Source: an optimization exercise on an open RTL-to-GDS flow (aim: a short achievable clock period and few clock cycles per item). Production flows keep margins and buffers that such runs may drop. No functional check of the RTL was part of any run shown here. No activity file was given, so power comes from the tool's default toggle rates.

## flow/config.mk

```make
export PLATFORM = sky130hd
export DESIGN_NAME = rv_core_top
export DESIGN_NICKNAME = rv_core_top
export VERILOG_FILES = /design/flow/design.v
export SDC_FILE = /design/flow/constraint.sdc
export NUM_CORES = 4
export LEC_CHECK = 0
export ABC_CLOCK_PERIOD_IN_PS = 2500
export CAP_MARGIN = 20
export CORE_MARGIN = 2
export CORE_UTILIZATION = 45
export PLACE_DENSITY = 0.6
export SETUP_SLACK_MARGIN = 5
export SLEW_MARGIN = 20
export TNS_END_PERCENT = 100
```

## flow/constraint.sdc

```tcl
create_clock -name core_clock -period 8.0 [get_ports {clk}]
set_input_delay 1.6000 -clock core_clock [delete_from_list [all_inputs] [get_ports {clk}]]
set_output_delay 1.6000 -clock core_clock [all_outputs]
set_load 0.01 [all_outputs]
```

## flow/design.v

```verilog
package rv_core_pkg;
	localparam int XLEN       = 32;
	localparam int REG_ADDR_W = 5;
	localparam logic [XLEN-1:0] RESET_PC = 32'h0000_0000;
	localparam logic [6:0] OPC_RTYPE  = 7'b0110011;
	localparam logic [6:0] OPC_ITYPE  = 7'b0010011;
	localparam logic [6:0] OPC_LUI    = 7'b0110111;
	localparam logic [6:0] OPC_LOAD   = 7'b0000011;
	localparam logic [6:0] OPC_STORE  = 7'b0100011;
	localparam logic [6:0] OPC_BRANCH = 7'b1100011;
	localparam logic [6:0] OPC_JAL    = 7'b1101111;
	localparam logic [6:0] OPC_JALR   = 7'b1100111;
	localparam int ALU_OP_W = 3;
	localparam logic [ALU_OP_W-1:0] ALU_ADD = 3'd0;
	localparam logic [ALU_OP_W-1:0] ALU_SUB = 3'd1;
	localparam logic [ALU_OP_W-1:0] ALU_AND = 3'd2;
	localparam logic [ALU_OP_W-1:0] ALU_OR  = 3'd3;
	localparam logic [ALU_OP_W-1:0] ALU_SLT = 3'd4;
	localparam logic [1:0] SRC_A_OLD_PC = 2'd0;
	localparam logic [1:0] SRC_A_RS1    = 2'd1;
	localparam logic [1:0] SRC_A_PC     = 2'd2;
	localparam logic [1:0] SRC_B_RS2  = 2'd0;
	localparam logic [1:0] SRC_B_FOUR = 2'd1;
	localparam logic [1:0] SRC_B_IMM  = 2'd2;
	localparam logic [1:0] WB_RESULT = 2'd0;
	localparam logic [1:0] WB_PC     = 2'd1;
	localparam logic [1:0] WB_MEM    = 2'd2;
	localparam logic [1:0] WB_IMM    = 2'd3;
	localparam int STG_W = 3;
	localparam logic [STG_W-1:0] STG_FETCH     = 3'd0;
	localparam logic [STG_W-1:0] STG_DECODE    = 3'd1;
	localparam logic [STG_W-1:0] STG_EXECUTE   = 3'd2;
	localparam logic [STG_W-1:0] STG_MEM       = 3'd3;
	localparam logic [STG_W-1:0] STG_WRITEBACK = 3'd4;
	typedef union packed {
		struct packed {
			logic [6:0] funct7;
			logic [4:0] rs2;
			logic [4:0] rs1;
			logic [2:0] funct3;
			logic [4:0] rd;
			logic [6:0] opcode;
		} r;
		struct packed {
			logic [11:0] imm;
			logic [4:0]  rs1;
			logic [2:0]  funct3;
			logic [4:0]  rd;
			logic [6:0]  opcode;
		} i;
		struct packed {
			logic [6:0] imm_hi;
			logic [4:0] rs2;
			logic [4:0] rs1;
			logic [2:0] funct3;
			logic [4:0] imm_lo;
			logic [6:0] opcode;
		} s;
		struct packed {
			logic [19:0] imm;
			logic [4:0]  rd;
			logic [6:0]  opcode;
		} u;
	} instr_u;
endpackage
`timescale 1ns/1ps
module rv_core_top (
	input  logic                         clk,
	input  logic                         i_rst_n,
	output logic                         o_wb_cyc,
	output logic                         o_wb_stb,
	output logic                         o_wb_we,
	output logic [rv_core_pkg::XLEN-1:0] o_wb_adr,
	output logic [rv_core_pkg::XLEN-1:0] o_wb_dat,
	input  logic [rv_core_pkg::XLEN-1:0] i_wb_dat,
	input  logic                         i_wb_ack
);
	localparam logic [6:0] OPC_RTYPE  = rv_core_pkg::OPC_RTYPE;
	localparam logic [6:0] OPC_ITYPE  = rv_core_pkg::OPC_ITYPE;
	localparam logic [6:0] OPC_LUI    = rv_core_pkg::OPC_LUI;
	localparam logic [6:0] OPC_LOAD   = rv_core_pkg::OPC_LOAD;
	localparam logic [6:0] OPC_STORE  = rv_core_pkg::OPC_STORE;
	localparam logic [6:0] OPC_BRANCH = rv_core_pkg::OPC_BRANCH;
	localparam logic [6:0] OPC_JAL    = rv_core_pkg::OPC_JAL;
	localparam logic [6:0] OPC_JALR   = rv_core_pkg::OPC_JALR;
	logic        stb_q;
	logic        we_q;
	logic        data_q;    
	logic        boot_q;    
	logic [31:0] adr_q;
	logic [31:0] dat_q;
	logic [31:0] rpc_q;     
	logic [4:0]  ld_rd_q;
	logic        ld_q;
	assign o_wb_cyc = stb_q;
	assign o_wb_stb = stb_q;
	assign o_wb_we  = we_q;
	assign o_wb_adr = adr_q;
	assign o_wb_dat = dat_q;
	logic        ack;       
	logic        f_ack;     
	logic        m_ack;     
	logic [31:0] f_ir;
	logic [6:0]  f_opc;
	logic [4:0]  f_rs1, f_rs2, f_rd;
	logic        f_seq, f_jal, f_sub, f_useimm, f_fa, f_fb;
	logic [31:0] f_jtgt;
	logic [31:0] f_imm;
	logic [31:0] adr_p4;
	assign ack    = stb_q & i_wb_ack;
	assign f_ack  = ack & ~data_q;
	assign m_ack  = ack & data_q;
	assign f_ir   = i_wb_dat;
	assign f_opc  = f_ir[6:0];
	assign f_rd   = f_ir[11:7];
	assign f_rs1  = f_ir[19:15];
	assign f_rs2  = f_ir[24:20];
	assign f_seq  = ~(f_opc == OPC_LOAD || f_opc == OPC_STORE || f_opc == OPC_BRANCH ||
		f_opc == OPC_JALR);
	assign f_jal  = (f_opc == OPC_JAL);
	assign f_jtgt = adr_q + {{12{f_ir[31]}}, f_ir[19:12], f_ir[20], f_ir[30:21], 1'b0};
	assign f_sub  = (f_opc == OPC_RTYPE) && (f_ir[14:12] == 3'b010 ||
		(f_ir[14:12] == 3'b000 && f_ir[30]));
	assign f_useimm = (f_opc != OPC_RTYPE);
	assign f_imm  = (f_opc == OPC_STORE) ? {{20{f_ir[31]}}, f_ir[31:25], f_ir[11:7]} :
		(f_opc == OPC_LUI) ? {f_ir[31:12], 12'b0} : {{20{f_ir[31]}}, f_ir[31:20]};
	assign adr_p4 = adr_q + 32'd4;
	logic        e_v;
	logic [31:0] e_a, e_b;          
	logic [31:0] e_acy;             
	logic        e_sub;             
	logic [31:0] e_bop;             
	logic [31:0] e_timm, e_pc, e_pc4;
	logic        e_sumsel;          
	logic        e_sltsel;          
	logic [1:0]  e_fn;              
	logic        e_we;              
	logic [4:0]  e_rd;
	logic        e_addr, e_ls, e_st;
	logic        e_redir;           
	logic        w_we;
	logic [4:0]  w_rd;
	logic [31:0] w_res;
	logic [31:0] regs [1:31];
	logic [31:0] f_rv1, f_rv2;
	always_comb begin
		f_rv1 = (f_rs1 == 5'd0) ? 32'd0 : regs[f_rs1];
		f_rv2 = (f_rs2 == 5'd0) ? 32'd0 : regs[f_rs2];
		if (w_we && w_rd == f_rs1)
			f_rv1 = w_res;
		if (w_we && w_rd == f_rs2)
			f_rv2 = w_res;
	end
	assign f_fa = e_we && e_rd == f_rs1;
	assign f_fb = e_we && e_rd == f_rs2;
	logic [31:0] e_sum, e_tgt, e_misc, e_res, e_redir_adr;
	logic        e_eq, e_lt;
	assign e_sum = (e_acy + e_bop) ^ {32{e_sub}};
	assign e_tgt = e_pc + e_timm;
	assign e_eq = (e_a == e_b);
	assign e_lt = (e_a[31] != e_b[31]) ? e_a[31] : e_sum[31];
	always_comb begin
		case (e_fn)
			2'd0:    e_misc = e_a | e_bop;
			2'd1:    e_misc = e_a & e_bop;
			2'd2:    e_misc = e_bop;
			default: e_misc = e_pc4;
		endcase
		if (m_ack)
			e_misc = i_wb_dat;    
		e_res = e_sumsel ? e_sum : e_misc;
		if (e_sltsel)
			e_res = {31'd0, e_lt};
	end
	assign e_redir_adr = e_addr ? e_sum : (e_eq ? e_tgt : e_pc4);
	always_ff @(posedge clk) begin
		if (w_we)
			regs[w_rd] <= w_res;
	end
	always_ff @(posedge clk) begin
		e_a    <= f_fa ? e_res : f_rv1;
		e_b    <= f_fb ? e_res : f_rv2;
		e_acy  <= (f_fa ? e_res : f_rv1) ^ {32{f_sub}};
		e_sub  <= f_sub;
		e_bop  <= f_useimm ? f_imm : (f_fb ? e_res : f_rv2);
		e_pc   <= adr_q;
		e_pc4  <= adr_p4;
		e_rd   <= f_rd;
		e_timm <= {{20{f_ir[31]}}, f_ir[7], f_ir[30:25], f_ir[11:8], 1'b0};
		if (f_opc == OPC_RTYPE)
			e_fn <= (f_ir[14:12] == 3'b111) ? 2'd1 : 2'd0;
		else if (f_opc == OPC_LUI)
			e_fn <= 2'd2;
		else
			e_fn <= 2'd3;
		e_addr <= (f_opc == OPC_JALR || f_opc == OPC_LOAD || f_opc == OPC_STORE);
		e_ls   <= (f_opc == OPC_LOAD || f_opc == OPC_STORE);
		e_st   <= (f_opc == OPC_STORE);
		w_rd  <= m_ack ? ld_rd_q : e_rd;
		w_res <= e_res;
		if (!i_rst_n) begin
			e_v      <= 1'b0;
			e_we     <= 1'b0;
			e_sumsel <= 1'b0;
			e_sltsel <= 1'b0;
			e_redir  <= 1'b0;
			w_we     <= 1'b0;
		end else begin
			e_v      <= f_ack;
			e_we     <= f_ack && f_rd != 5'd0 && (f_opc == OPC_RTYPE || f_opc == OPC_ITYPE ||
				f_opc == OPC_LUI || f_opc == OPC_JAL || f_opc == OPC_JALR);
			e_sumsel <= f_ack && ((f_opc == OPC_RTYPE && (f_ir[14:12] != 3'b010 &&
				f_ir[14:12] != 3'b110 && f_ir[14:12] != 3'b111)) || f_opc == OPC_ITYPE);
			e_sltsel <= f_ack && (f_opc == OPC_RTYPE) && (f_ir[14:12] == 3'b010);
			e_redir  <= f_ack && (f_opc == OPC_BRANCH || f_opc == OPC_JALR ||
				f_opc == OPC_LOAD || f_opc == OPC_STORE);
			w_we     <= m_ack ? (ld_q && ld_rd_q != 5'd0) : e_we;
		end
	end
	logic [31:0] ack_adr;
	assign ack_adr = data_q ? rpc_q : (f_jal ? f_jtgt : adr_p4);
	always_ff @(posedge clk) begin
		if (!i_rst_n) begin
			stb_q  <= 1'b0;
			we_q   <= 1'b0;
			data_q <= 1'b0;
			boot_q <= 1'b1;
			adr_q  <= rv_core_pkg::RESET_PC;
		end else begin
			boot_q <= 1'b0;
			if (ack)
				adr_q <= ack_adr;
			else if (!stb_q && e_redir)
				adr_q <= e_redir_adr;
			if (ack) begin
				stb_q  <= data_q | f_seq;
				we_q   <= 1'b0;
				data_q <= 1'b0;
			end else if (!stb_q && (e_redir || boot_q)) begin
				stb_q  <= 1'b1;
				we_q   <= e_redir && e_st;
				data_q <= e_redir && e_ls;
			end
		end
		if (e_redir && e_ls) begin
			dat_q   <= e_b;
			rpc_q   <= e_pc4;
			ld_rd_q <= e_rd;
			ld_q    <= ~e_st;
		end
	end
endmodule
```

## flow/run.sh

```bash
#!/bin/bash
# synth_recipe.tcl (not shown) runs the flow's synth.tcl, then flattens the netlist and writes it again
# the make line also repeats each setting of config.mk as NAME=value (left out here)
make -C /OpenROAD-flow-scripts/flow DESIGN_CONFIG=/design/flow/config.mk WORK_HOME=/design/flow/orfs CLKGATE_MAP_FILE= SYNTH_SCRIPT=/design/flow/synth_recipe.tcl finish
```

==> summary.md, run 1 <==
| Metric | Value |
|---|---|
| Result of the run | `complete, no violations` |
| Final ANT Viol Nets | `0` |
| Cell type with the largest total area after synthesis | `edfxtp_1` |
| Clock-pin transition on the worst setup and hold timing paths | `60 ps` |
| Fin. max-slew vios | `0` |
| Port Buffers | `101` |
| Initial drt markers | `7356` |
| Startpoint of the worst-slack reg-to-reg timing path | `e_bop[17]$_DFF_P_` |
| Met1 track demand over resource in global routing | `about 44%` |
| Number of clock sinks | `approximately 1300` |
| Share of the core filled with cells in the final layout | `a little under three fifths` |
| Total placed instance area | `69000 um^2` |
| Global-route wire length before repair | `344 mm` |
| Die extent in y | `386 um` |
| Longest Clk Path Bufs | `3` |
| Die outline width | `386 um` |
| Post-Layout Inst Area | `83200 um^2` |
| Layout cells sized above 1 | `a little under two fifths` |
| Kind of launch point of the worst setup path | `input port` |
| Root cell of the clock tree | `clkbuf_16` |
| Reported leakage power | `0.0295 uW` |
| Layout Nets | `4999` |
| Number of buffers added by the clock tree synthesis step | `149` |
| Max-Cap Viols | `0` |
| Destination of the worst register-to-register timing path | `e_bop[30]$_DFF_P_` |
| Largest net degree at the start of global routing | `51` |
| Gate count after technology mapping | `4382` |
| Total placed cells including tap cells | `between 6000 and 7000` |
| Worst R2R Path Depth | `10` |
| Area growth from synthesis to layout | `26.9%` |
| Least-Margin Pin Slew | `~1200 ps` |
| I/O pins | `102` |
| Power density over the cells | `206 nW/um^2` |
| Drt drc | `0` |
| Crit path time final | `3400 ps` |
| Number of placement rows | `140` |
| Type of destination of the critical path | `register` |
| Final clock skew | `21.4 ps` |
| Starting Density | `45.1%` |
| Share of synthesized flip-flops with an asynchronous set or reset | `0%` |
| Antenna violations before repair | `5` |
| Number of warnings issued by yosys | `1` |
| GRT met2 Usage | `approximately half` |
| RSZ-0062 raised after global routing | `yes` |
| Number of enable flip-flop cells after synthesis | `1062` |
| GRT Overall Usage | `33.2%` |
| Cell area after technology mapping | `around 66000 um^2` |
| H-Tree Depth | `4` |
| Net Count, Synth | `4512` |
| Sequential-to-total area share from yosys stat | `57.4%` |
| Count of state elements after synthesis | `approximately 1300` |
| Largest fanout of any net on the critical path | `4` |
| Fraction of met3 tracks used by global routing | `7.53%` |
| Period Utilization, post-route | `42.5%` |
| Area of the core region | `145000 um^2` |
| Top cells by area, synth | `edfxtp_1 49%, mux4_2 18%, dfxtp_1 8.7%, mux2i_1 2.7%, a21oi_1 2.1%` |
| Sum of routed wire length over all layers | `between 200 and 300 mm` |
| Post-synth top flop | `edfxtp_1` |
| Drt pass-1 iters | `8` |
| Worst supply voltage drop on vdd | `0.000260 V` |
| FF-to-FF setup slack | `~4700 ps` |
| Most used cells in the layout excluding fill and tap cells | `1062 x edfxtp_1, 525 x mux4_2, 271 x buf_4` |
| Worst endpoint data arrival time | `4110 ps` |
| Ratio of routed vias to standard cells | `roughly 6.8` |
| Number of setup violations in the final report | `0` |
| Slew headroom | `between 10% and 20%` |
| Setup CP Type | `input port to register` |
| Max Freq | `0.294 GHz` |
| Worst-Skew Late Latency | `820 ps` |
| Hold WC Path Type | `register to register` |
| Overall die area | `149000 um^2` |
| Via count of the first global-routing pass | `around 45000` |
| Total via count after detailed routing | `47000` |
| Clock tree from TritonCTS | `yes` |
| Fill cell instance count of the final layout | `10900` |
| Critical Path Start | `i_wb_dat[21]` |
| Synth unique cells | `86` |
| Hold Path Stages | `0` |
| Leading cell type in the layout, fill and taps excluded | `edfxtp_1` |
| Half-perimeter wire length after placement | `127 mm` |
| Number of standard cells in the final layout excluding fillers | `approximately 6900` |
| Worst path required time | `8710 ps` |
| Final hold violations | `0` |
| Synthesized area per cell | `15.0 um^2` |
| Total congestion overflow after global routing | `0` |
| Setup Total Neg Slack | `0 ps` |
| Routed WL per cell | `between 30 and 40 um` |
| Final weighted congestion in routability-driven placement | `0.952` |
| Layer carrying the most global-route usage | `met2` |
| Worst setup endpoint | `adr_q[19]$_SDFFE_PN0P_` |
| Share of Yosys cell area claimed by the top area cell type | `48.6%` |
[logic make-up after synthesis]
logic type | share of synthesized area (%)
flops | 57.4
xor+xnor | 2.79
compound gates | 9.35
fa+ha+maj | 1.86
buf+inv | 2.36
mux | 21.1
simple gates | 5.20
[through the flow]
stage          hold slack (ps)  setup WS, ps  power, uW
3_3_place_gp               419          2630       9690
4_1_cts                    399          4700      17000
2_1_floorplan              352          4220       9170
5_1_grt                    398          4530      17600
3_5_place_dp               413          2670       9700
6_report                   405          4600      17100
[sequential cells by signal (all words and copies together), names as in the netlist, 2 cells and up]
signal	flops
regs	992
adr_q	32
dat_q	32
e_a	32
e_acy	32
e_b	32
e_bop	32
e_pc4	32
rpc_q	32
w_res	32
e_pc	30
e_timm	8
ld_rd_q	5
w_rd	5
e_rd	4
e_fn	2
[critical path, cell delays in order]
cell      delay (ps)
buf_16           110
ha_4             150
inv_2             50
fa_2             230
nor2b_4           60
o31a_1           340
o311ai_4         430
buf_4            190
a31oi_4           70
or3_4            400
a21oi_4          140
o31ai_1           90
a31oi_1          160
a21oi_1           80
[cells in the mapped netlist, drive strengths merged (92+ instances only)]
master  number
dfxtp      286
mux4       525
edfxtp    1062
nand2      177
o21ai      138
ha          92
buf        127
mux2i      176
clkbuf     182
xor2       118
a21oi      276
nor2       283
a211oi      96
[power by group]
group          internal, uW  switching (uW)
Combinational          1120            1270
Sequential             7680             215
Clock                  3880            2980
[repair_timing]
| action | 4_1_cts | 5_1_grt |
|---|---|---|
| endpoints found under the setup margin | 293 | 162 |
| buffers inserted | 250 | 73 |
| resized for setup | 933 | 221 |
| pin swaps | 119 | 113 |
| cloned | 99 | 12 |
| hold buffers | 0 | 0 |
[metal layers]
metal,vias up,wire length (um)
li1,18800,-
met1,24200,93300
met2,3262,114000
met3,662,28800
met4,2,15000
met5,-,15
[cell type report]
cell class	instances	area, um^2	share of cell area (%)
diodes	7	17.5	0.0211
clock inverters	84	779	0.937
inverters	49	216	0.260
repair buffers	642	8770	10.5
well taps	1917	2400	2.88
multi-input cells	2679	29200	35.0
flip-flops and latches	1348	37800	45.4
clock buffers	192	4060	4.88
[worst min path at each step]
stage	endpoint	start	slack (ps)
after CTS	e_pc4[0]$_DFF_P_	adr_q[0]$_SDFFE_PN0P_	400
after global routing	e_pc4[0]$_DFF_P_	adr_q[0]$_SDFFE_PN0P_	400
final	e_pc4[0]$_DFF_P_	adr_q[0]$_SDFFE_PN0P_	400
after floorplan	e_pc4[0]$_DFF_P_	adr_q[0]$_SDFFE_PN0P_	350
after global placement	e_pc4[0]$_DFF_P_	adr_q[0]$_SDFFE_PN0P_	420
after detailed placement	e_pc4[0]$_DFF_P_	adr_q[0]$_SDFFE_PN0P_	410
==> inputs of run 2 (changes only) <==
--- a/flow/design.v
+++ b/flow/design.v
@@ -64,6 +64,95 @@
 	} instr_u;
 endpackage
 `timescale 1ns/1ps
+module ks_carry (
+	input  logic [31:0] i_a,
+	input  logic [31:0] i_b,
+	output logic [31:0] o_c
+);
+	logic [31:0] g [0:5];
+	logic [31:0] t [0:5];
+	always_comb begin
+		g[0] = i_a & i_b;
+		t[0] = i_a | i_b;
+		for (int l = 0; l < 5; l++) begin
+			for (int i = 0; i < 32; i++) begin
+				if (i >= (1 << l)) begin
+					g[l+1][i] = g[l][i] | (t[l][i] & g[l][i-(1<<l)]);
+					t[l+1][i] = t[l][i] & t[l][i-(1<<l)];
+				end else begin
+					g[l+1][i] = g[l][i];
+					t[l+1][i] = t[l][i];
+				end
+			end
+		end
+		o_c[0] = 1'b0;
+		o_c[1] = ~(~i_a[0] | ~i_b[0]);
+		for (int i = 2; i < 32; i++)
+			o_c[i] = g[5][i-1];
+	end
+endmodule
+module ks_add (
+	input  logic [31:0] i_a,
+	input  logic [31:0] i_b,
+	output logic [31:0] o_sum
+);
+	logic [31:0] c;
+	ks_carry u_c (.i_a(i_a), .i_b(i_b), .o_c(c));
+	assign o_sum = (i_a ^ c) ^ i_b;
+endmodule
+module inc4 (
+	input  logic [31:0] i_a,
+	output logic [31:0] o_sum
+);
+	logic [31:0] p [0:5];
+	logic [31:0] c;
+	always_comb begin
+		p[0] = i_a;
+		for (int l = 0; l < 5; l++)
+			for (int i = 0; i < 32; i++)
+				p[l+1][i] = (i >= 2 + (1 << l)) ? (p[l][i] & p[l][i-(1<<l)]) : p[l][i];
+		c = '0;
+		c[2] = 1'b1;
+		for (int i = 3; i < 32; i++)
+			c[i] = p[5][i-1];
+		o_sum = i_a ^ c;
+	end
+endmodule
+module ks_addc #(
+	parameter int W = 12
+) (
+	input  logic [W-1:0] i_a,
+	input  logic [W-1:0] i_b,
+	output logic [W-1:0] o_sum,
+	output logic         o_co
+);
+	localparam int L = $clog2(W);
+	logic [W-1:0] g [0:L];
+	logic [W-1:0] t [0:L];
+	logic [W:0]   c;
+	always_comb begin
+		g[0] = i_a & i_b;
+		t[0] = i_a | i_b;
+		for (int l = 0; l < L; l++) begin
+			for (int i = 0; i < W; i++) begin
+				if (i >= (1 << l)) begin
+					g[l+1][i] = g[l][i] | (t[l][i] & g[l][i-(1<<l)]);
+					t[l+1][i] = t[l][i] & t[l][i-(1<<l)];
+				end else begin
+					g[l+1][i] = g[l][i];
+					t[l+1][i] = t[l][i];
+				end
+			end
+		end
+		c[0] = 1'b0;
+		c[1] = ~(~i_a[0] | ~i_b[0]);
+		for (int i = 2; i <= W; i++)
+			c[i] = g[L][i-1];
+		o_sum = (i_a ^ c[W-1:0]) ^ i_b;
+		o_co  = c[W];
+	end
+endmodule
+`timescale 1ns/1ps
 module rv_core_top (
 	input  logic                         clk,
 	input  logic                         i_rst_n,
@@ -103,8 +192,7 @@
 	logic [31:0] f_ir;
 	logic [6:0]  f_opc;
 	logic [4:0]  f_rs1, f_rs2, f_rd;
-	logic        f_seq, f_jal, f_sub, f_useimm, f_fa, f_fb;
-	logic [31:0] f_jtgt;
+	logic        f_seq, f_sub, f_useimm, f_fa, f_fb;
 	logic [31:0] f_imm;
 	logic [31:0] adr_p4;
 	assign ack    = stb_q & i_wb_ack;
@@ -116,27 +204,28 @@
 	assign f_rs1  = f_ir[19:15];
 	assign f_rs2  = f_ir[24:20];
 	assign f_seq  = ~(f_opc == OPC_LOAD || f_opc == OPC_STORE || f_opc == OPC_BRANCH ||
-		f_opc == OPC_JALR);
-	assign f_jal  = (f_opc == OPC_JAL);
-	assign f_jtgt = adr_q + {{12{f_ir[31]}}, f_ir[19:12], f_ir[20], f_ir[30:21], 1'b0};
+		f_opc == OPC_JAL || f_opc == OPC_JALR);
 	assign f_sub  = (f_opc == OPC_RTYPE) && (f_ir[14:12] == 3'b010 ||
 		(f_ir[14:12] == 3'b000 && f_ir[30]));
 	assign f_useimm = (f_opc != OPC_RTYPE);
 	assign f_imm  = (f_opc == OPC_STORE) ? {{20{f_ir[31]}}, f_ir[31:25], f_ir[11:7]} :
 		(f_opc == OPC_LUI) ? {f_ir[31:12], 12'b0} : {{20{f_ir[31]}}, f_ir[31:20]};
-	assign adr_p4 = adr_q + 32'd4;
+	inc4 u_inc (.i_a(adr_q), .o_sum(adr_p4));
 	logic        e_v;
 	logic [31:0] e_a, e_b;          
-	logic [31:0] e_acy;             
 	logic        e_sub;             
 	logic [31:0] e_bop;             
-	logic [31:0] e_timm, e_pc, e_pc4;
+	logic [31:0] e_pc, e_pc4;
+	logic [11:0] e_bimm;            
+	logic [19:0] e_jimm;            
+	logic [18:0] e_bhi_p1, e_bhi_m1;
+	logic [10:0] e_jhi_p1, e_jhi_m1;
 	logic        e_sumsel;          
 	logic        e_sltsel;          
 	logic [1:0]  e_fn;              
 	logic        e_we;              
 	logic [4:0]  e_rd;
-	logic        e_addr, e_ls, e_st;
+	logic        e_jal, e_addr, e_ls, e_st;
 	logic        e_redir;           
 	logic        w_we;
 	logic [4:0]  w_rd;
@@ -153,10 +242,43 @@
 	end
 	assign f_fa = e_we && e_rd == f_rs1;
 	assign f_fb = e_we && e_rd == f_rs2;
-	logic [31:0] e_sum, e_tgt, e_misc, e_res, e_redir_adr;
+	logic [31:0] e_cy, e_sum, e_tgt, e_misc, e_res;
 	logic        e_eq, e_lt;
-	assign e_sum = (e_acy + e_bop) ^ {32{e_sub}};
-	assign e_tgt = e_pc + e_timm;
+	ks_carry u_add (
+		.i_a (e_a ^ {32{e_sub}}),
+		.i_b (e_bop),
+		.o_c (e_cy)
+	);
+	assign e_sum = (e_a ^ e_cy) ^ e_bop;
+	logic [11:0] e_blo;
+	logic [19:0] e_jlo;
+	logic        e_bco, e_jco;
+	logic [31:0] e_btgt, e_jtgt;
+	ks_addc #(.W(12)) u_badd (
+		.i_a   (e_pc[12:1]),
+		.i_b   (e_bimm),
+		.o_sum (e_blo),
+		.o_co  (e_bco)
+	);
+	ks_addc #(.W(20)) u_jadd (
+		.i_a   (e_pc[20:1]),
+		.i_b   (e_jimm),
+		.o_sum (e_jlo),
+		.o_co  (e_jco)
+	);
+	always_comb begin
+		if (e_bimm[11])
+			e_btgt[31:13] = e_bco ? e_pc[31:13] : e_bhi_m1;
+		else
+			e_btgt[31:13] = e_bco ? e_bhi_p1 : e_pc[31:13];
+		e_btgt[12:0] = {e_blo, e_pc[0]};
+		if (e_jimm[19])
+			e_jtgt[31:21] = e_jco ? e_pc[31:21] : e_jhi_m1;
+		else
+			e_jtgt[31:21] = e_jco ? e_jhi_p1 : e_pc[31:21];
+		e_jtgt[20:0] = {e_jlo, e_pc[0]};
+	end
+	assign e_tgt = e_jal ? e_jtgt : e_btgt;
 	assign e_eq = (e_a == e_b);
 	assign e_lt = (e_a[31] != e_b[31]) ? e_a[31] : e_sum[31];
 	always_comb begin
@@ -172,7 +294,6 @@
 		if (e_sltsel)
 			e_res = {31'd0, e_lt};
 	end
-	assign e_redir_adr = e_addr ? e_sum : (e_eq ? e_tgt : e_pc4);
 	always_ff @(posedge clk) begin
 		if (w_we)
 			regs[w_rd] <= w_res;
@@ -180,19 +301,24 @@
 	always_ff @(posedge clk) begin
 		e_a    <= f_fa ? e_res : f_rv1;
 		e_b    <= f_fb ? e_res : f_rv2;
-		e_acy  <= (f_fa ? e_res : f_rv1) ^ {32{f_sub}};
 		e_sub  <= f_sub;
 		e_bop  <= f_useimm ? f_imm : (f_fb ? e_res : f_rv2);
 		e_pc   <= adr_q;
 		e_pc4  <= adr_p4;
 		e_rd   <= f_rd;
-		e_timm <= {{20{f_ir[31]}}, f_ir[7], f_ir[30:25], f_ir[11:8], 1'b0};
+		e_bimm   <= {f_ir[31], f_ir[7], f_ir[30:25], f_ir[11:8]};
+		e_jimm   <= {f_ir[31], f_ir[19:12], f_ir[20], f_ir[30:21]};
+		e_bhi_p1 <= adr_q[31:13] + 19'd1;
+		e_bhi_m1 <= adr_q[31:13] - 19'd1;
+		e_jhi_p1 <= adr_q[31:21] + 11'd1;
+		e_jhi_m1 <= adr_q[31:21] - 11'd1;
 		if (f_opc == OPC_RTYPE)
 			e_fn <= (f_ir[14:12] == 3'b111) ? 2'd1 : 2'd0;
 		else if (f_opc == OPC_LUI)
 			e_fn <= 2'd2;
 		else
 			e_fn <= 2'd3;
+		e_jal  <= (f_opc == OPC_JAL);
 		e_addr <= (f_opc == OPC_JALR || f_opc == OPC_LOAD || f_opc == OPC_STORE);
 		e_ls   <= (f_opc == OPC_LOAD || f_opc == OPC_STORE);
 		e_st   <= (f_opc == OPC_STORE);
@@ -212,26 +338,38 @@
 			e_sumsel <= f_ack && ((f_opc == OPC_RTYPE && (f_ir[14:12] != 3'b010 &&
 				f_ir[14:12] != 3'b110 && f_ir[14:12] != 3'b111)) || f_opc == OPC_ITYPE);
 			e_sltsel <= f_ack && (f_opc == OPC_RTYPE) && (f_ir[14:12] == 3'b010);
-			e_redir  <= f_ack && (f_opc == OPC_BRANCH || f_opc == OPC_JALR ||
+			e_redir  <= f_ack && (f_opc == OPC_BRANCH || f_opc == OPC_JAL || f_opc == OPC_JALR ||
 				f_opc == OPC_LOAD || f_opc == OPC_STORE);
 			w_we     <= m_ack ? (ld_q && ld_rd_q != 5'd0) : e_we;
 		end
 	end
-	logic [31:0] ack_adr;
-	assign ack_adr = data_q ? rpc_q : (f_jal ? f_jtgt : adr_p4);
+	logic [31:0] ack_adr, adr_base, adr_n;
+	logic        redir_now, sel_sum, sel_tgt;
+	assign ack_adr   = data_q ? rpc_q : adr_p4;
+	assign redir_now = i_rst_n && !stb_q && e_redir;
+	assign sel_sum   = redir_now && e_addr;
+	assign sel_tgt   = redir_now && !e_addr && (e_jal || e_eq);
+	always_comb begin
+		if (!i_rst_n)
+			adr_base = rv_core_pkg::RESET_PC;
+		else if (ack)
+			adr_base = ack_adr;
+		else if (redir_now)
+			adr_base = e_pc4;
+		else
+			adr_base = adr_q;
+		adr_n = sel_sum ? e_sum : (sel_tgt ? e_tgt : adr_base);
+	end
+	always_ff @(posedge clk)
+		adr_q <= adr_n;
 	always_ff @(posedge clk) begin
 		if (!i_rst_n) begin
 			stb_q  <= 1'b0;
 			we_q   <= 1'b0;
 			data_q <= 1'b0;
 			boot_q <= 1'b1;
-			adr_q  <= rv_core_pkg::RESET_PC;
 		end else begin
 			boot_q <= 1'b0;
-			if (ack)
-				adr_q <= ack_adr;
-			else if (!stb_q && e_redir)
-				adr_q <= e_redir_adr;
 			if (ack) begin
 				stb_q  <= data_q | f_seq;
 				we_q   <= 1'b0;
==> summary.md, run 2 <==
| Metric | Value |
|---|---|
| Top cells by area, synth | `edfxtp_1 48%, mux4_2 17%, dfxtp_1 8.7%, mux2i_1 3.0%, a21oi_1 2.3% (was edfxtp_1 49%, mux4_2 18%, dfxtp_1 8.7%, mux2i_1 2.7%, a21oi_1 2.1%)` |
| Hold Path Stages | `2 (was 0)` |
| Worst path required time | `8760 ps (was 8710 ps)` |
| Net switching power | `5010 uW (was 4460 uW)` |
| Sequential power share | `46.5% (was 46.0%)` |
| Number of setup violations in the final report | `0 (unchanged)` |
| Gate count after technology mapping | `4842 (was 4382)` |
| Final clock skew | `37.5 ps (was 21.4 ps)` |
| Drt pass-1 iters | `8 (unchanged)` |
| Number of clock sinks | `1388 (was 1348)` |
| Largest fanout of any net on the critical path | `5 (was 4)` |
| Type of destination of the critical path | `register (unchanged)` |
| Max-Cap Viols | `0 (unchanged)` |
| Fill cell instance count of the final layout | `11700 (was 10900)` |
| Internal power | `13300 uW (was 12700 uW)` |
| Initial drt markers | `7634 (was 7356)` |
| Number of enable flip-flop cells after synthesis | `1094 (was 1062)` |
| Clock-pin transition on the worst setup and hold timing paths | `60 ps (about the same)` |
| Worst supply voltage drop on vdd | `0.000211 V (was 0.000260 V)` |
| Combinational fraction of design power | `15.9% (was 14.0%)` |
| I/O pins | `102 (unchanged)` |
| Longest Clk Path Bufs | `3 (unchanged)` |
| Setup Total Neg Slack | `0 ps (unchanged)` |
| Sequential-to-total area share from yosys stat | `57.0% (was 57.4%)` |
| Clock tree from TritonCTS | `yes (unchanged)` |
| Most used cells in the layout excluding fill and tap cells | `1094 x edfxtp_1, 501 x mux4_2, 278 x nor2_1 (was 1062 x edfxtp_1, 525 x mux4_2, 271 x buf_4)` |
| Routed WL per cell | `36.3 um (was 36.4 um)` |
| RSZ-0062 raised after global routing | `yes (unchanged)` |
| Leading cell type in the layout, fill and taps excluded | `edfxtp_1 (unchanged)` |
| Net Count, Synth | `4888 (was 4512)` |
| Die extent in y | `393 um (was 386 um)` |
| Reported leakage power | `0.0289 uW (was 0.0295 uW)` |
| Cell area after technology mapping | `67900 um^2 (was 65600 um^2)` |
| Share of synthesized flip-flops with an asynchronous set or reset | `0% (unchanged)` |
| Register with the highest flop count | `regs (unchanged)` |
| Ratio of routed vias to standard cells | `6.75 (was 6.79)` |
| Root cell of the clock tree | `clkbuf_16 (unchanged)` |
| Number of buffers added by the clock tree synthesis step | `149 (unchanged)` |
| Global-route wire length before repair | `361 mm (was 344 mm)` |
| Drt drc | `0 (unchanged)` |
| Final hold violations | `0 (unchanged)` |
| Number of placement rows | `142 (was 140)` |
| Share of Yosys cell area claimed by the top area cell type | `48.4% (was 48.6%)` |
| Worst endpoint data arrival time | `4220 ps (was 4110 ps)` |
| Net switching share of the total power | `27.3% (was 26.0%)` |
| Total via count after detailed routing | `49400 (was 47000)` |
| Via count of the first global-routing pass | `46600 (was 44900)` |
| Area of the core region | `150000 um^2 (was 145000 um^2)` |
| Overall die area | `154000 um^2 (was 149000 um^2)` |
| Synthesized area per cell | `14.0 um^2 (was 15.0 um^2)` |
| Slew headroom | `24.1% (was 18.6%)` |
| Area growth from synthesis to layout | `24.1% (was 26.9%)` |
| H-Tree Depth | `4 (unchanged)` |
| Crit path time final | `3470 ps (was 3400 ps)` |
| Layout cells sized above 1 | `35.7% (was 38.0%)` |
| Sum of routed wire length over all layers | `265 mm (was 252 mm)` |
| Antenna violations before repair | `8 (was 5)` |
| Clock share of power | `37.7% (was 40.0%)` |
| Number of warnings issued by yosys | `12 (was 1)` |
| Die outline width | `393 um (was 386 um)` |
| Starting Density | `45.4% (was 45.1%)` |
| Final ANT Viol Nets | `0 (unchanged)` |
| Period Utilization, post-route | `43.4% (was 42.5%)` |
| Half-perimeter wire length after placement | `144 mm (was 127 mm)` |
| Count of state elements after synthesis | `1388 (was 1348)` |
| Hold WC Path Type | `register to register (unchanged)` |
| Result of the run | `complete, no violations (unchanged)` |
| Kind of launch point of the worst setup path | `register (was input port)` |
| Power density over the cells | `218 nW/um^2 (was 206 nW/um^2)` |
| Worst R2R Path Depth | `14 (was 10)` |
| Post-synth top flop | `edfxtp_1 (unchanged)` |
| Least-Margin Pin Slew | `1140 ps (was 1220 ps)` |
| Worst-Skew Late Latency | `820 ps (about the same)` |
| Max Freq | `0.288 GHz (was 0.294 GHz)` |
| Setup CP Type | `register to register (was input port to register)` |
| Fin. max-slew vios | `0 (unchanged)` |
| Synth unique cells | `99 (was 86)` |
| Max reg flops | `992 (unchanged)` |
| Post-cts hold buffer count | `0 (unchanged)` |
| Top-count cell post-synth | `edfxtp_1 (unchanged)` |
| Largest net degree at the start of global routing | `62 (was 51)` |
| Final weighted congestion in routability-driven placement | `0.995 (was 0.952)` |
| GRT Overall Usage | `33.7% (was 33.2%)` |
| Port Buffers | `101 (unchanged)` |
| Top cells by instance count after synthesis | `1094 x edfxtp_1, 501 x mux4_2, 344 x nor2_1 (was 1062 x edfxtp_1, 525 x mux4_2, 286 x dfxtp_1)` |
| Layout Nets | `5214 (was 4999)` |
| Cell type with the largest total area after synthesis | `edfxtp_1 (unchanged)` |
| Worst Hold Slack | `480 ps (was 405 ps)` |
| Total congestion overflow after global routing | `0 (unchanged)` |
-- run 2: changes by cell type after synthesis, moves of 49 or more --
| cell | previous run | this run |
|---|---|---|
| nand2b_1 | 20 | 73 |
| nor2_1 | 282 | 344 |
| nand2_1 | 177 | 226 |
| clkbuf_1 | 181 | 277 |
| ha_1 | 92 | 9 |
| o22ai_1 | 22 | 80 |
-- run 2: final timing paths --
kind,start,end,slack (ps)
hold reg to reg,ld_rd_q[1]$_DFFE_PP_,w_rd[1]$_DFF_P_,480
hold / removal,ld_rd_q[1]$_DFFE_PP_,w_rd[1]$_DFF_P_,480
setup / recovery,e_a[3]$_DFF_P_,e_bop[31]$_DFF_P_,4530
setup reg to reg,e_a[3]$_DFF_P_,e_bop[31]$_DFF_P_,4530
-- run 2: kinds of logic after synthesis --
group | count (synthesis) | share of synthesized area, %
AOI/OAI and AO/OA | 1029 | 10.0
adders and majority gates | 32 | 0.549
buffers and inverters | 471 | 2.82
xor gates and xnor gates | 225 | 2.90
DFF | 1388 | 57.0
and+or+nand+nor | 975 | 6.78
muxes | 722 | 19.9
-- run 2: power by group through the flow --
| stage | Combinational, uW | Sequential [uW] | Clock [uW] |
|---|---|---|---|
| after global placement | 1920 | 8670 | 0 |
| final | 2910 | 8520 | 6910 |
| after global routing | 3000 | 8530 | 7220 |
| after CTS | 2620 | 8490 | 6950 |
| after floorplan | 1430 | 8360 | 0 |
| after detailed placement | 1930 | 8670 | 0 |
-- run 2: cell type report --
class | instances | area, um^2 | area share, %
sequential | 1388 | 39000 | 46.2
clock buffer | 207 | 4220 | 5.01
inverter | 61 | 236 | 0.281
antenna | 5 | 12.5 | 0.0148
clock inverter | 64 | 583 | 0.692
tap | 2016 | 2520 | 2.99
multi-input combinational | 2991 | 30600 | 36.3
timing repair buffer | 577 | 7130 | 8.46
-- run 2: worst max-delay path, cell delays in order, from the launching register on --
cell and delay, ps:
dfxtp_4 480, buf_4 190, and2_1 160, o21ai_0 120, a22o_4 260, a221oi_4 360, nand3_4 150, buf_6 170
a211o_1 300, a21oi_4 230, a21boi_2 210, nor3_2 50, buf_4 180, a22oi_2 320, mux2_4 210
-- run 2: through the flow --
stage	setup slack [ps]	utilization (%)	cells	instance area (um^2)	power, uW
2_1_floorplan	4280	-	4842	68900	9790
3_3_place_gp	2500	47.5	6653	71100	10600
3_5_place_dp	2550	47.5	6653	71100	10600
4_1_cts	4660	54.6	7208	81800	18100
5_1_grt	4560	56.3	7304	84300	18800
6_report	4530	56.3	7309	84300	18300
-- run 2: what timing repair did --
| action | CTS | global route |
|---|---|---|
| hold endpoints to repair | 0 | 0 |
| pin swaps | 142 | 123 |
| buffers inserted | 228 | 76 |
| setup endpoints to repair | 279 | 286 |
| resized for setup | 913 | 285 |
| gates cloned | 56 | 19 |
-- run 2: per-layer routing --
layer / vias up / part of all wire [%] / global-route usage [%] / wire, um
met3: 764 / 12 / 7.58 / 30600
li1: 19900 / - / - / -
met5: - / 0.0045 / 0 / 12
met4: 2 / 7.2 / 19.8 / 19100
met2: 3471 / 44 / 50.9 / 118000
met1: 25200 / 37 / 44.6 / 97500

[what the ideal ports hide]
In the flow no input, the clock included, has a driving cell. The finished layouts below were timed again as built, in two steps.
Step 1 (the two cells are an assumption about what drives the block):
set clk [get_ports {clk}]
set_driving_cell -lib_cell sky130_fd_sc_hd__clkbuf_16 $clk
set_driving_cell -lib_cell sky130_fd_sc_hd__buf_2 [delete_from_list [all_inputs] $clk]
Step 2 times the ports against the registers' clock, not the clock port: input delays grow and output delays shrink by t, the midpoint of the rising clock arrivals with the driver on.
a / b / c = ideal ports / drivers / drivers and shift; a / b = the first two.
run	shift t [ns]	setup WS [ns]	worst slew at a driven data input, ns	pins driven straight from the clock port
run 1	0.897	4.599 / 4.129 / 3.232	0.83	1
run 2	0.889	4.532 / 4.382 / 3.493	0.50	1
After both steps setup and hold are still met in every run listed. For run 1, which loses most, drivers alone change the setup slack by -0.470 ns; drivers and shift together by -1.367 ns.
